What follows belongs to an exercise in optimizing a design on an open flow for small area; a production flow would make more cautious choices. Function was checked by simulation only, so behaviour that the tests miss may differ from the original. Power and IR drop assume default switching activity.

## build 73
==> flow/design.v (excerpt) <==
module fpga_unidir #(
  parameter int MX                 = 4,
  parameter int MY                 = 2,
  parameter int WS                 = 4,
  parameter int NUM_CONFIG_REGIONS = 2
) (
  input  logic                  wb_clk_i,
  input  logic                  arst_n_i,
  input  logic                  wbs_cyc_i,
  input  logic                  wbs_stb_i,
  input  logic                  wbs_we_i,
  input  fabric_pkg::wb_sel_t   wbs_sel_i,
  input  fabric_pkg::wb_addr_t  wbs_addr_i,
  input  fabric_pkg::wb_data_t  wbs_data_i,
  output logic                  wbs_ack_o,
  output fabric_pkg::wb_data_t  wbs_data_o,
  input  logic [MY*WS-1:0]      fabric_in_i,
  output logic [MY*WS-1:0]      fabric_out_o
);
Size in the first run: roughly 2200 cells after synthesis, about 120 I/O pins, ~45000 um2 of cells after synthesis.
Settings: LEC_CHECK=0, CAP_MARGIN=20, CORE_MARGIN=2, CORE_UTILIZATION=55, SLEW_MARGIN=20, SYNTH_HIERARCHICAL=1; clock period 16.0 ns.
standard.sh (not shown) runs the stock make flow with config.mk's settings and CLKGATE_MAP_FILE= SYNTH_SCRIPT=/design/flow/synth_recipe.tcl, a recipe that flattens the netlist after the stock synthesis.
==> flow/flow/run.sh <==
#!/bin/bash
# Standard synthesis, then the standard ORFS layout steps with a leaner clock
# tree (larger sink clusters, no dummy loads) and the smallest buffer on each
# port. Every tool's output goes to a log file in this folder.
set -euo pipefail
bash standard.sh synth > synth.log 2>&1
bash standard.sh \
  'CTS_ARGS=-sink_clustering_enable -repair_clock_nets -dont_use_dummy_load -sink_clustering_size 16 -sink_clustering_max_diameter 60 -buf_list {sky130_fd_sc_hd__clkbuf_4 sky130_fd_sc_hd__clkbuf_8}' \
  'BUFFER_PORTS_ARGS=-inputs -outputs -buffer_cell sky130_fd_sc_hd__buf_1' \
  finish > layout.log 2>&1
Input changes introduced in build 76 (baseline for comparison: build 73):
==> flow/flow/run.sh <==
#!/bin/bash
# Standard layout, logged here
cat standard.sh > standard_sh_copy.log
cat config.mk > config_mk_copy.log
bash standard.sh > standard.log 2>&1
-- flow/config.mk --
<<< build 73, line 10
export CORE_UTILIZATION = 55
export SLEW_MARGIN = 20
>>> build 76, line 10
export CORE_UTILIZATION = 55
export CTS_BUF_LIST = sky130_fd_sc_hd__clkbuf_4 sky130_fd_sc_hd__clkbuf_8
export SLEW_MARGIN = 20
==> run summary <==
- Build 76 went all the way through the flow, and no timing, DRC or antenna check failed.
- Re clock share of power: build 76 is 13 points up on build 73.
- | final critical-path share of the clock period | build 73 vs build 76 | ≈ equal |
- As far as count of hold-fix buffers inserted at cts goes, build 76 and build 73 are indistinguishable; the numbers are identical.
- For time the worst path needs with I/O delays and setup, build 73 and build 76 come out practically identical.
- Least setup slack across all paths after layout delta (build 76 -> build 73): insignificant
- Build 76 vs build 73: area of combinational cells with multiple inputs up in build 76
Setup changes, build 76 to build 95
==> flow/flow/run.sh <==
#!/bin/bash
# Standard synthesis, then the standard ORFS layout steps with a leaner clock
# tree (larger sink clusters, no dummy loads) and the smallest buffer on each
# port. Every tool's output goes to a log file in this folder.
set -euo pipefail
bash standard.sh synth > synth.log 2>&1
bash standard.sh \
  'CTS_ARGS=-sink_clustering_enable -repair_clock_nets -dont_use_dummy_load -sink_clustering_size 16 -sink_clustering_max_diameter 60 -buf_list {sky130_fd_sc_hd__clkbuf_4 sky130_fd_sc_hd__clkbuf_8}' \
  'BUFFER_PORTS_ARGS=-inputs -outputs -buffer_cell sky130_fd_sc_hd__buf_1' \
  finish > layout.log 2>&1
-- flow/config.mk --
<<< build 76, line 9
export CORE_MARGIN = 2
export CORE_UTILIZATION = 55
export CTS_BUF_LIST = sky130_fd_sc_hd__clkbuf_4 sky130_fd_sc_hd__clkbuf_8
export SLEW_MARGIN = 20
>>> build 95, line 9
export CORE_MARGIN = 2
export CORE_UTILIZATION = 70
export PLACE_DENSITY = 0.78
export SLEW_MARGIN = 20
Notes after the runs:
Build 95 | status: complete | timing, DRC, antenna: pass. Total power, build 95 vs build 76: down by more than 10%. Relative to build 76, buffer share of cell area has decreased by 1.4 points in build 95. Going from build 76 to build 95, non-clock buffer count decreased by 17% relative to the old numbers; final cell count decreased by 475 relative to the old numbers; final cycle utilization of the critical path increased by 0.19 points relative to the old numbers; initial antenna violation count increased by 7 relative to the old numbers; post-synthesis to final-layout area growth decreased by 8.0 points relative to the old numbers. Build 76 -> build 95: compound-gate portion of the synthesized area delta 0, exact match.


Setup of north:
fpga_unidir again, from the RTL that the note above started with.
clock: 16.0 ns
lec_check: 0
cap_margin: 20
core_margin: 2
core_utilization: 55
slew_margin: 20
synth_hierarchical: 1
==> flow/flow/run.sh <==
#!/bin/bash
# Standard synthesis, then the standard ORFS layout steps with a leaner clock
# tree (larger sink clusters, no dummy loads) and the smallest buffer on each
# port. Every tool's output goes to a log file in this folder.
set -euo pipefail
bash standard.sh synth > synth.log 2>&1
bash standard.sh \
  'CTS_ARGS=-sink_clustering_enable -repair_clock_nets -dont_use_dummy_load -sink_clustering_size 10 -sink_clustering_max_diameter 45 -sink_clustering_buffer sky130_fd_sc_hd__clkbuf_4 -buf_list {sky130_fd_sc_hd__clkbuf_4 sky130_fd_sc_hd__clkbuf_8}' \
  'BUFFER_PORTS_ARGS=-inputs -outputs -buffer_cell sky130_fd_sc_hd__buf_1' \
  finish > layout.log 2>&1
north went all the way through synthesis, placement and routing and the layout is clean on timing, DRC and antenna.
--- input diff north..south ---
--- a/flow/flow/run.sh
+++ b/flow/flow/run.sh
@@ -7,3 +7,3 @@
 bash standard.sh \
-  'CTS_ARGS=-sink_clustering_enable -repair_clock_nets -dont_use_dummy_load -sink_clustering_size 10 -sink_clustering_max_diameter 45 -sink_clustering_buffer sky130_fd_sc_hd__clkbuf_4 -buf_list {sky130_fd_sc_hd__clkbuf_4 sky130_fd_sc_hd__clkbuf_8}' \
+  'CTS_ARGS=-sink_clustering_enable -repair_clock_nets -dont_use_dummy_load -sink_clustering_size 20 -sink_clustering_max_diameter 50 -buf_list {sky130_fd_sc_hd__clkbuf_8 sky130_fd_sc_hd__clkbuf_16}' \
   'BUFFER_PORTS_ARGS=-inputs -outputs -buffer_cell sky130_fd_sc_hd__buf_1' \
Area: south vs north -> south larger. Compared with north, south shows a lower critical path depth. Compared with north, in south share of cell area taken by flip-flops and latches now sits lower; fraction of the cycle the final worst path needs now sits at about the same level.
## Diff of input files: east against south
# south
export LEC_CHECK = 0
export CAP_MARGIN = 20
export CORE_MARGIN = 2
export CORE_UTILIZATION = 55
export SLEW_MARGIN = 20
export SYNTH_HIERARCHICAL = 1
create_clock -name core_clock -period 16.0 [get_ports {wb_clk_i}]
# east
export LEC_CHECK = 0
export CAP_MARGIN = 5
export CORE_MARGIN = 2
export CORE_UTILIZATION = 55
export SLEW_MARGIN = 5
export SYNTH_HIERARCHICAL = 1
create_clock -name core_clock -period 16.0 [get_ports {wb_clk_i}]
--- a/flow/flow/run.sh
+++ b/flow/flow/run.sh
@@ -7,3 +7,3 @@
 bash standard.sh \
-  'CTS_ARGS=-sink_clustering_enable -repair_clock_nets -dont_use_dummy_load -sink_clustering_size 20 -sink_clustering_max_diameter 50 -buf_list {sky130_fd_sc_hd__clkbuf_8 sky130_fd_sc_hd__clkbuf_16}' \
+  'CTS_ARGS=-sink_clustering_enable -repair_clock_nets -dont_use_dummy_load -sink_clustering_size 16 -sink_clustering_max_diameter 60 -buf_list {sky130_fd_sc_hd__clkbuf_4 sky130_fd_sc_hd__clkbuf_8}' \
   'BUFFER_PORTS_ARGS=-inputs -outputs -buffer_cell sky130_fd_sc_hd__buf_1' \
Findings:
In east the share of total power in the clock network turned out 9.8 points lower than in south. Sort east and south by setup slack desc -> top: south. east vs. south: post-detailed-route via-to-cell ratio did not really move; global-route met2 utilization went down by 0.78 points; largest clock skew in the final design now larger.


Another version of the RTL of fpga_unidir (not shown whole).
For scale: ~2000 cells after synthesis, ~1100 flip-flops, roughly 45000 µm² of cells after synthesis.
// fpga_unidir
module fpga_unidir #(
  parameter int MX                 = 4,
  parameter int MY                 = 2,
  parameter int WS                 = 4,
  parameter int NUM_CONFIG_REGIONS = 2
) (
  input  logic                  wb_clk_i,
  input  logic                  arst_n_i,
  input  logic                  wbs_cyc_i,
  input  logic                  wbs_stb_i,
  input  logic                  wbs_we_i,
  input  fabric_pkg::wb_sel_t   wbs_sel_i,
  input  fabric_pkg::wb_addr_t  wbs_addr_i,
  input  fabric_pkg::wb_data_t  wbs_data_i,
  output logic                  wbs_ack_o,
  output fabric_pkg::wb_data_t  wbs_data_o,
  input  logic [MY*WS-1:0]      fabric_in_i,
  output logic [MY*WS-1:0]      fabric_out_o
);
  localparam int COLS_PER_REGION = MX / NUM_CONFIG_REGIONS;
  localparam int CHAIN           = MY * WS;
  logic [WS-1:0]         west_w [MY][MX+1];
  logic [28:0]           cfg_w [MY+1][MX];
  logic [28:0]           bus_cfg;
  logic [MX-1:0]         col_shift;
  logic [MX*CHAIN-1:0]   col_valid;
  logic [NUM_CONFIG_REGIONS-1:0] region_cen;
  for (genvar y = 0; y < MY; y++) begin : g_row
    assign west_w[y][0]              = fabric_in_i[y*WS +: WS];
    assign fabric_out_o[y*WS +: WS]  = west_w[y][MX];
  ...
clock: 16.0 ns
lec_check: 0
cap_margin: 5
core_margin: 2
core_utilization: 70
place_density: 0.78
slew_margin: 5
synth_hierarchical: 1
==> flow/flow/run.sh <==
#!/bin/bash
# Standard synthesis, then the standard ORFS layout steps with a leaner clock
# tree (larger sink clusters, no dummy loads) and the smallest buffer on each
# port. Every tool's output goes to a log file in this folder.
set -euo pipefail
bash standard.sh synth > synth.log 2>&1
bash standard.sh \
  'CTS_ARGS=-sink_clustering_enable -repair_clock_nets -dont_use_dummy_load -sink_clustering_size 20 -sink_clustering_max_diameter 60 -buf_list {sky130_fd_sc_hd__clkbuf_4 sky130_fd_sc_hd__clkbuf_8}' \
  'BUFFER_PORTS_ARGS=-inputs -outputs -buffer_cell sky130_fd_sc_hd__buf_1' \
  finish > layout.log 2>&1
Rerun with:
--- a/flow/flow/run.sh
+++ b/flow/flow/run.sh
@@ -8 +8 @@
-  'CTS_ARGS=-sink_clustering_enable -repair_clock_nets -dont_use_dummy_load -sink_clustering_size 20 -sink_clustering_max_diameter 60 -buf_list {sky130_fd_sc_hd__clkbuf_4 sky130_fd_sc_hd__clkbuf_8}' \
+  'CTS_ARGS=-sink_clustering_enable -repair_clock_nets -dont_use_dummy_load -sink_clustering_size 30 -sink_clustering_max_diameter 45 -sink_clustering_buffer sky130_fd_sc_hd__clkbuf_16 -buf_list {sky130_fd_sc_hd__clkbuf_4 sky130_fd_sc_hd__clkbuf_8 sky130_fd_sc_hd__clkbuf_16}' \
The changed run went through all stages and came out clean.
Global-route usage came out higher by 2.2 points.
Design area went up by a few percent.
Clock power goes up by well over a third.
Sequential share of layout area fell by 2.2 points.
Non-clock buffer count is unchanged.
Core utilization grows by 2.7 points.
Flip-flop and latch count stays the same.
First-iteration DRC count rises by a quarter to a third.
Rerun with:
--- a/flow/flow/run.sh
+++ b/flow/flow/run.sh
@@ -8 +8 @@
-  'CTS_ARGS=-sink_clustering_enable -repair_clock_nets -dont_use_dummy_load -sink_clustering_size 30 -sink_clustering_max_diameter 45 -sink_clustering_buffer sky130_fd_sc_hd__clkbuf_16 -buf_list {sky130_fd_sc_hd__clkbuf_4 sky130_fd_sc_hd__clkbuf_8 sky130_fd_sc_hd__clkbuf_16}' \
+  'CTS_ARGS=-sink_clustering_enable -repair_clock_nets -dont_use_dummy_load -sink_clustering_size 24 -sink_clustering_max_diameter 45 -buf_list {sky130_fd_sc_hd__clkbuf_4 sky130_fd_sc_hd__clkbuf_8}' \
Global-route usage went down by 2.1 points. Worst setup slack gains 0.082 ns. Wire length went down by 7.3%. Via count went down by 2.4%. Clock skew went up by 0.032 ns. Sequential share of layout area went up by 1.6 points. First-iteration DRC count went down by 6.0%. Clock-buffer cell count does not change.
Rerun with:
--- a/flow/flow/run.sh
+++ b/flow/flow/run.sh
@@ -8 +8 @@
-  'CTS_ARGS=-sink_clustering_enable -repair_clock_nets -dont_use_dummy_load -sink_clustering_size 24 -sink_clustering_max_diameter 45 -buf_list {sky130_fd_sc_hd__clkbuf_4 sky130_fd_sc_hd__clkbuf_8}' \
+  'CTS_ARGS=-sink_clustering_enable -repair_clock_nets -dont_use_dummy_load -sink_clustering_size 16 -sink_clustering_max_diameter 60 -buf_list {sky130_fd_sc_hd__clkbuf_4 sky130_fd_sc_hd__clkbuf_8}' \
@@ -9,0 +10 @@
+  'GPL_KEEP_OVERFLOW=0' \
Non-clock buffer count decreases by 61.
Synthesized area stays the same.
Global-route usage went down by 0.29 points.
Wire length came out higher by 1.3%.
Worst hold slack is better by 0.035 ns.
Die area is unchanged.
Setup slack degrades by 0.091 ns.
Design area came out higher by 0.51%.

[static timing again, ports no longer ideal]
The results above use ideal ports. As a check the final layouts listed here were re-extracted and re-timed, cells and wires unchanged.
Step 1 assumes that a clkbuf_16 drives the clock port and a buf_2 every other input.
Step 2 also shifts input and output timing later by t, the mid clock arrival at the registers, as if the neighbouring blocks saw the same clock.
Slacks: ideal / step 1 / step 2; pairs: ideal / step 1.
| run | t (ns) | setup WS [ns] | worst hold slack (ns) | latest minus earliest clock arrival (ns) | cell pins on the clock port's net |
|---|---|---|---|---|---|
| build 73 | 0.748 | 0.311 / 0.289 / 0.289 | 0.416 / 0.416 / 0.416 | 0.136 / 0.136 | 1 |
| build 76 | 0.863 | 0.308 / 0.287 / 0.287 | 0.434 / 0.434 / 0.434 | 0.045 / 0.044 | 1 |
| build 95 | 0.739 | 0.278 / 0.256 / 0.256 | 0.413 / 0.413 / 0.413 | 0.098 / 0.098 | 1 |
| north | 0.814 | 0.300 / 0.279 / 0.279 | 0.394 / 0.394 / 0.394 | 0.080 / 0.081 | 1 |
| south | 0.703 | 0.279 / 0.257 / 0.257 | 0.413 / 0.413 / 0.413 | 0.096 / 0.096 | 1 |
| east | 0.758 | 0.258 / 0.237 / 0.237 | 0.424 / 0.424 / 0.424 | 0.112 / 0.112 | 1 |
| the first run of note 3 | 0.734 | 0.246 / 0.224 / 0.224 | 0.427 / 0.427 / 0.427 | 0.081 / 0.080 | 1 |
| the second run of note 3 | 0.706 | 0.156 / 0.133 / 0.133 | 0.412 / 0.412 / 0.412 | 0.060 / 0.060 | 1 |
| the third run of note 3 | 0.751 | 0.238 / 0.215 / 0.215 | 0.390 / 0.390 / 0.390 | 0.098 / 0.098 | 1 |
| the fourth run of note 3 | 0.726 | 0.147 / 0.113 / 0.113 | 0.425 / 0.425 / 0.425 | 0.060 / 0.060 | 1 |
After both steps setup and hold are still met in every run listed. For the fourth run of note 3, which loses most, drivers alone change the setup slack by -0.034 ns; drivers and shift together by -0.034 ns.
